This design comes from an exercise in tuning for small area, a short achievable clock period and few clock cycles per item on the open sky130 flow, not from production work. In this exercise RTL edits were held to simulation tests only and were not proved equivalent to the original.

// snowInit
module snowInit (
    input  logic         clk,
    input  logic         reset,
    input  logic         load,
    input  logic [127:0] key,
    input  logic [127:0] iv,
    output logic [511:0] lfsrOut,
    output logic [95:0]  fsmOut,
    output logic         done
);
    logic        running;
    logic        lastRound;
    logic        loadSel;
    logic        stepSel;
    logic        holdSel;
    logic [31:0] fsmWord;
    logic [31:0] s15;
    logic [31:0] s5;
    initControl control (
        .clk       (clk),
        .reset     (reset),
        .load      (load),
        .lastRound (lastRound),
        .running   (running),
        .loadSel   (loadSel),
        .stepSel   (stepSel),
        .holdSel   (holdSel),
        .done      (done)
    );
    roundCounter counter (
        .clk       (clk),
        .load      (load),
        .running   (running),
        .lastRound (lastRound)
    );
    snowLfsr lfsr (
        .clk     (clk),
        .loadSel (loadSel),
        .stepSel (stepSel),
        .holdSel (holdSel),
        .key     (key),
  ...
Size: ~7100 cells after synthesis, about 870 I/O pins, ~47000 um2 of cells after synthesis.
export LEC_CHECK = 0
export CAP_MARGIN = 20
export CORE_MARGIN = 2
export CORE_UTILIZATION = 62
export PLACE_DENSITY = 0.75
export SETUP_SLACK_MARGIN = 3.0
export SLEW_MARGIN = 20
create_clock -name core_clock -period 6.0 [get_ports {clk}]
standard.sh (not shown) runs the stock make flow with config.mk's settings and CLKGATE_MAP_FILE= SYNTH_SCRIPT=/design/flow/synth_recipe.tcl, a recipe that flattens the netlist after the stock synthesis.
==> flow/flow/run.sh <==
#!/bin/bash
# Own layout flow.
# 1. the standard synthesis (the reference for register names and cells).
# 2. The same ORFS synthesis again, keeping the byte S-box modules (sboxSR,
#    sboxSQ) as separate modules.
# 3. Yosys/ABC re-mapping: each S-box module on its own from its collapsed
#    function, the rest for area under a delay target; registers untouched.
#    If the registers (names and cells) differ from step 1 in any way, the
#    flow re-maps step 1's netlist instead.
# 4. the standard layout from floorplan on, with plain port buffers.
set -euo pipefail
WORK=$(pwd)
FLOWDIR=$WORK/flow
YOSYS=$(command -v yosys || echo "$FLOW_HOME/../tools/install/yosys/bin/yosys")
LIB=$FLOW_HOME/platforms/$FLOW_PLATFORM/lib/sky130_fd_sc_hd__tt_025C_1v80.lib
RES=$WORK/orfs/results/$FLOW_PLATFORM/snowInit/base
RESH=$WORK/orfs_h/results/$FLOW_PLATFORM/snowInit/base
ABC_D=$(cat $FLOWDIR/abc_delay_ps)
SB_D=$(cat $FLOWDIR/sbox_delay_ps)
PORTBUF=$(cat $FLOWDIR/port_buffer)
CTSARGS=$(cat $FLOWDIR/cts_args)

bash standard.sh synth > $WORK/flow_synth.log 2>&1
cp $RES/1_2_yosys.v $WORK/std_synth.v

# Cells ABC must not use: the flow's don't-use list, plus every lpflow/probe cell
python3 $FLOWDIR/dontuse.py $LIB $WORK/orfs/logs/$FLOW_PLATFORM/snowInit/base/1_2_yosys.log > $WORK/dont_use.txt
DU=$(sed 's/^/-dont_use /' $WORK/dont_use.txt | tr '\n' ' ')
clean_cells() { # netlist -> 0 if it holds no don't-use cell
  ! grep -q -w -F -f $WORK/dont_use.txt "$1"
}

# Second synthesis: same script, S-box modules kept, no final flatten
sed -e '/^flatten/d' synth_recipe.tcl > $WORK/synth_h.tcl
sed -e "s#WORK_HOME=$WORK/orfs #WORK_HOME=$WORK/orfs_h #" \
    -e "s#SYNTH_SCRIPT=[^ ]*#SYNTH_SCRIPT=$WORK/synth_h.tcl SYNTH_KEEP_MODULES='sboxSR sboxSQ'#" \
    -e '/^if /,$d' standard.sh > $WORK/standard_h.sh
HIER_OK=0
if bash $WORK/standard_h.sh $RESH/1_2_yosys.v > $WORK/flow_synth_h.log 2>&1; then
  cp $RESH/1_2_yosys.v $WORK/hier_synth.v
  sed -e "s#@D@#$ABC_D#g" $FLOWDIR/remap.abc > $WORK/remap.abc
  sed -e "s#@D@#$SB_D#g" $FLOWDIR/sbox.abc > $WORK/sbox.abc
  sed -e "s#@LIB@#$LIB#g" -e "s#@DU@#$DU#g" -e "s#@IN@#$WORK/hier_synth.v#g" -e "s#@OUT@#$WORK/remapped_h.v#g" \
      -e "s#@ABC@#$WORK/remap.abc#g" -e "s#@SBABC@#$WORK/sbox.abc#g" $FLOWDIR/remap_h.ys > $WORK/remap_h.ys
  if $YOSYS -l $WORK/flow_remap_h.log -q $WORK/remap_h.ys > /dev/null 2>&1; then
    python3 $FLOWDIR/regs.py $WORK/std_synth.v > $WORK/regs_std.txt
    python3 $FLOWDIR/regs.py $WORK/remapped_h.v > $WORK/regs_h.txt
    if cmp -s $WORK/regs_std.txt $WORK/regs_h.txt && [ -s $WORK/regs_std.txt ] && clean_cells $WORK/remapped_h.v; then
      HIER_OK=1
    fi
  fi
fi
echo "hierarchical remap used: $HIER_OK" > $WORK/flow_choice.log

if [ $HIER_OK = 1 ]; then
  cp $WORK/remapped_h.v $WORK/remapped.v
else
  sed -e "s#@D@#$ABC_D#g" $FLOWDIR/remap.abc > $WORK/remap.abc
  sed -e "s#@LIB@#$LIB#g" -e "s#@DU@#$DU#g" -e "s#@IN@#$WORK/std_synth.v#g" -e "s#@OUT@#$WORK/remapped.v#g" \
      -e "s#@ABC@#$WORK/remap.abc#g" $FLOWDIR/remap.ys > $WORK/remap.ys
  if ! $YOSYS -l $WORK/flow_remap.log -q $WORK/remap.ys > /dev/null 2>&1 || ! clean_cells $WORK/remapped.v; then
    echo "plain remap failed: standard netlist kept" >> $WORK/flow_choice.log
    cp $WORK/std_synth.v $WORK/remapped.v
  fi
fi

# A newer netlist makes ORFS rebuild 1_synth.odb and everything after it
cp $WORK/remapped.v $RES/1_2_yosys.v
touch $RES/1_2_yosys.v
bash standard.sh BUFFER_PORTS_ARGS="-buffer_cell $PORTBUF" CTS_ARGS="$CTSARGS" ${FINAL_TARGET:-finish} > $WORK/flow_finish.log 2>&1
==> flow/flow/cts_args <==
-sink_clustering_enable -repair_clock_nets -dont_use_dummy_load -buf_list sky130_fd_sc_hd__clkbuf_8 -sink_clustering_size 20
Other scripts of this flow, unchanged in this note and not shown: flow/flow/abc_delay_ps, flow/flow/dontuse.py, flow/flow/port_buffer, flow/flow/regs.py, flow/flow/remap.abc, flow/flow/remap.ys, flow/flow/remap_h.ys, flow/flow/sbox.abc, flow/flow/sbox_delay_ps
The starting point died in 5_1_grt on GRT-0116.
Testbench counts at the start, summed over its fixed seeds: cycles 8,448, items 256.
Rerun with:
Settings changed: CORE_UTILIZATION 62 to 40, PLACE_DENSITY 0.75 to 0.6, SETUP_SLACK_MARGIN 3.0 to 2.6.
- With this change the flow completed without violations
- area after synthesis stays the same
- synthesized cell count stays the same
Rerun with:
Settings changed: CORE_UTILIZATION 40 to 55, PLACE_DENSITY 0.6 to 0.7, SETUP_SLACK_MARGIN 2.6 to 3.0.
Now the flow did not get past 5_1_grt.
Synthesized cell count stays the same.
Synthesized area does not change.
Rerun with:
==> flow/flow/cts_args (replaced) <==
-sink_clustering_enable -repair_clock_nets -dont_use_dummy_load -buf_list sky130_fd_sc_hd__clkbuf_8 -sink_clustering_size 30
Settings changed: CORE_UTILIZATION 55 to 40, PLACE_DENSITY 0.7 to 0.6, SETUP_SLACK_MARGIN 3.0 to 2.6.
Result:
- Now the flow completed with no timing, DRC or antenna violations
- area after synthesis is unchanged
- synthesized cell count is unchanged

========
willow:
snowInit again, from the RTL that the note above started with.
export LEC_CHECK = 0
export CAP_MARGIN = 20
export CORE_MARGIN = 2
export CORE_UTILIZATION = 40
export PLACE_DENSITY = 0.55
export SETUP_SLACK_MARGIN = 2.5
export SLEW_MARGIN = 20
create_clock -name core_clock -period 6.0 [get_ports {clk}]
==> flow/flow/abc_delay_ps <==
1800
==> flow/flow/cts_args <==
-sink_clustering_enable -repair_clock_nets -dont_use_dummy_load -buf_list sky130_fd_sc_hd__clkbuf_8 -sink_clustering_size 20
==> flow/flow/dontuse.py <==
# Print the cells ABC may not use: lpflow/probe cells of the library and
# every -dont_use cell named in the standard synthesis log
import re, sys
lib, log = sys.argv[1], sys.argv[2]
cells = set()
for m in re.finditer(r'cell\s*\(\s*"?(\w+)"?\s*\)', open(lib).read()):
    if 'lpflow' in m.group(1) or 'probe' in m.group(1):
        cells.add(m.group(1))
try:
    cells |= set(re.findall(r'-dont_use\s+(\S+)', open(log).read()))
except OSError:
    pass
print('\n'.join(sorted(cells)))
==> flow/flow/port_buffer <==
sky130_fd_sc_hd__buf_1
==> flow/flow/regs.py <==
# List "cell instance" for every flip-flop in a netlist, sorted
import re, sys
t = open(sys.argv[1]).read()
out = []
for m in re.finditer(r'^\s*(sky130_fd_sc_hd__(?:df|sdf|edf|dl)\w*)\s+(\S+)\s*\(', t, re.M):
    out.append(m.group(1) + ' ' + m.group(2))
print('\n'.join(sorted(out)))
==> flow/flow/remap.abc <==
strash
dc2
dch -f
map -D @D@
mfs2
strash
dch -f
map -D @D@
topo
buffer -p
upsize -D @D@
dnsize -D @D@
stime -p
==> flow/flow/remap.ys <==
read_liberty -ignore_miss_func @LIB@
read_verilog @IN@
hierarchy -top snowInit
blackbox sky130_fd_sc_hd__dfxtp_1 sky130_fd_sc_hd__dfrtp_1 sky130_fd_sc_hd__dfstp_1 sky130_fd_sc_hd__conb_1
flatten
opt_clean
abc -liberty @LIB@ @DU@ -script @ABC@
opt_clean -purge
setundef -zero
hilomap -singleton -hicell sky130_fd_sc_hd__conb_1 HI -locell sky130_fd_sc_hd__conb_1 LO
stat -liberty @LIB@
write_verilog -noattr -noexpr -nohex -nodec @OUT@
==> flow/flow/remap_h.ys <==
read_liberty -ignore_miss_func @LIB@
read_verilog @IN@
hierarchy -top snowInit
blackbox sky130_fd_sc_hd__dfxtp_1 sky130_fd_sc_hd__dfrtp_1 sky130_fd_sc_hd__dfstp_1 sky130_fd_sc_hd__conb_1
setattr -mod -set keep_hierarchy 1 sboxSR sboxSQ
flatten
opt_clean
abc -liberty @LIB@ @DU@ -script @SBABC@ sboxSR sboxSQ
abc -liberty @LIB@ @DU@ -script @ABC@ snowInit
setattr -mod -unset keep_hierarchy sboxSR sboxSQ
flatten
opt_clean -purge
setundef -zero
hilomap -singleton -hicell sky130_fd_sc_hd__conb_1 HI -locell sky130_fd_sc_hd__conb_1 LO
stat -liberty @LIB@
write_verilog -noattr -noexpr -nohex -nodec @OUT@
==> flow/flow/sbox.abc <==
strash
collapse

muxes
strash
dc2
dch -f
map -D @D@
topo
stime -p
==> flow/flow/sbox_delay_ps <==
800
Scripts as last shown in full above: flow/flow/run.sh
Testbench counts of willow, summed over its fixed seeds: cycles 8,448, items 256.
### willow -> juniper
# willow
export LEC_CHECK = 0
export CAP_MARGIN = 20
export CORE_MARGIN = 2
export CORE_UTILIZATION = 40
export PLACE_DENSITY = 0.55
export SETUP_SLACK_MARGIN = 2.5
export SLEW_MARGIN = 20
create_clock -name core_clock -period 6.0 [get_ports {clk}]
# juniper
export LEC_CHECK = 0
export CAP_MARGIN = 20
export CORE_MARGIN = 2
export CORE_UTILIZATION = 40
export PLACE_DENSITY = 0.6
export SETUP_SLACK_MARGIN = 2.8
export SLEW_MARGIN = 20
create_clock -name core_clock -period 6.0 [get_ports {clk}]
--- outcome ---
- Weighted congestion at the end of routability-driven global placement (juniper vs. willow) increases by a few percent
- juniper — final critical-path share of the clock period 5.2 points lower, willow as reference
- The run showing the greater worst setup slack is juniper.
- juniper gives more sum of routed wire length over all layers than willow did.

## re-timing with driven ports
No port has a modelled driver above. Below, the same layouts with a new extraction and two added sets of constraints.
Step 1: set_driving_cell puts a clkbuf_16 on clk and a buf_2 on each other input, an assumption about the parent block.
Step 2 adds t to the input delays and takes it off the output delays; t is the mean of the earliest and latest rising clock arrival at the registers after step 1. Input paths then give back, and output paths get back, about the clock's delay inside the block.
Slacks: ideal ports / drivers / drivers and shift; pairs: ideal ports / drivers.
run | t (ns) | setup slack, ns | worst slew at a driven data input, ns | cell pins on the clock port's net
the second run of note 1 | 0.804 | 2.473 / 2.473 / 2.126 | 0.38 | 1
the fourth run of note 1 | 0.804 | 2.473 / 2.473 / 2.126 | 0.38 | 1
willow | 0.825 | 2.379 / 2.379 / 1.779 | 0.42 | 1
juniper | 0.831 | 2.691 / 2.664 / 2.070 | 0.44 | 1
After both steps every run listed still meets setup and hold. The setup slack of juniper, which loses most, moves by -0.027 ns with the drivers and by -0.621 ns with both steps.
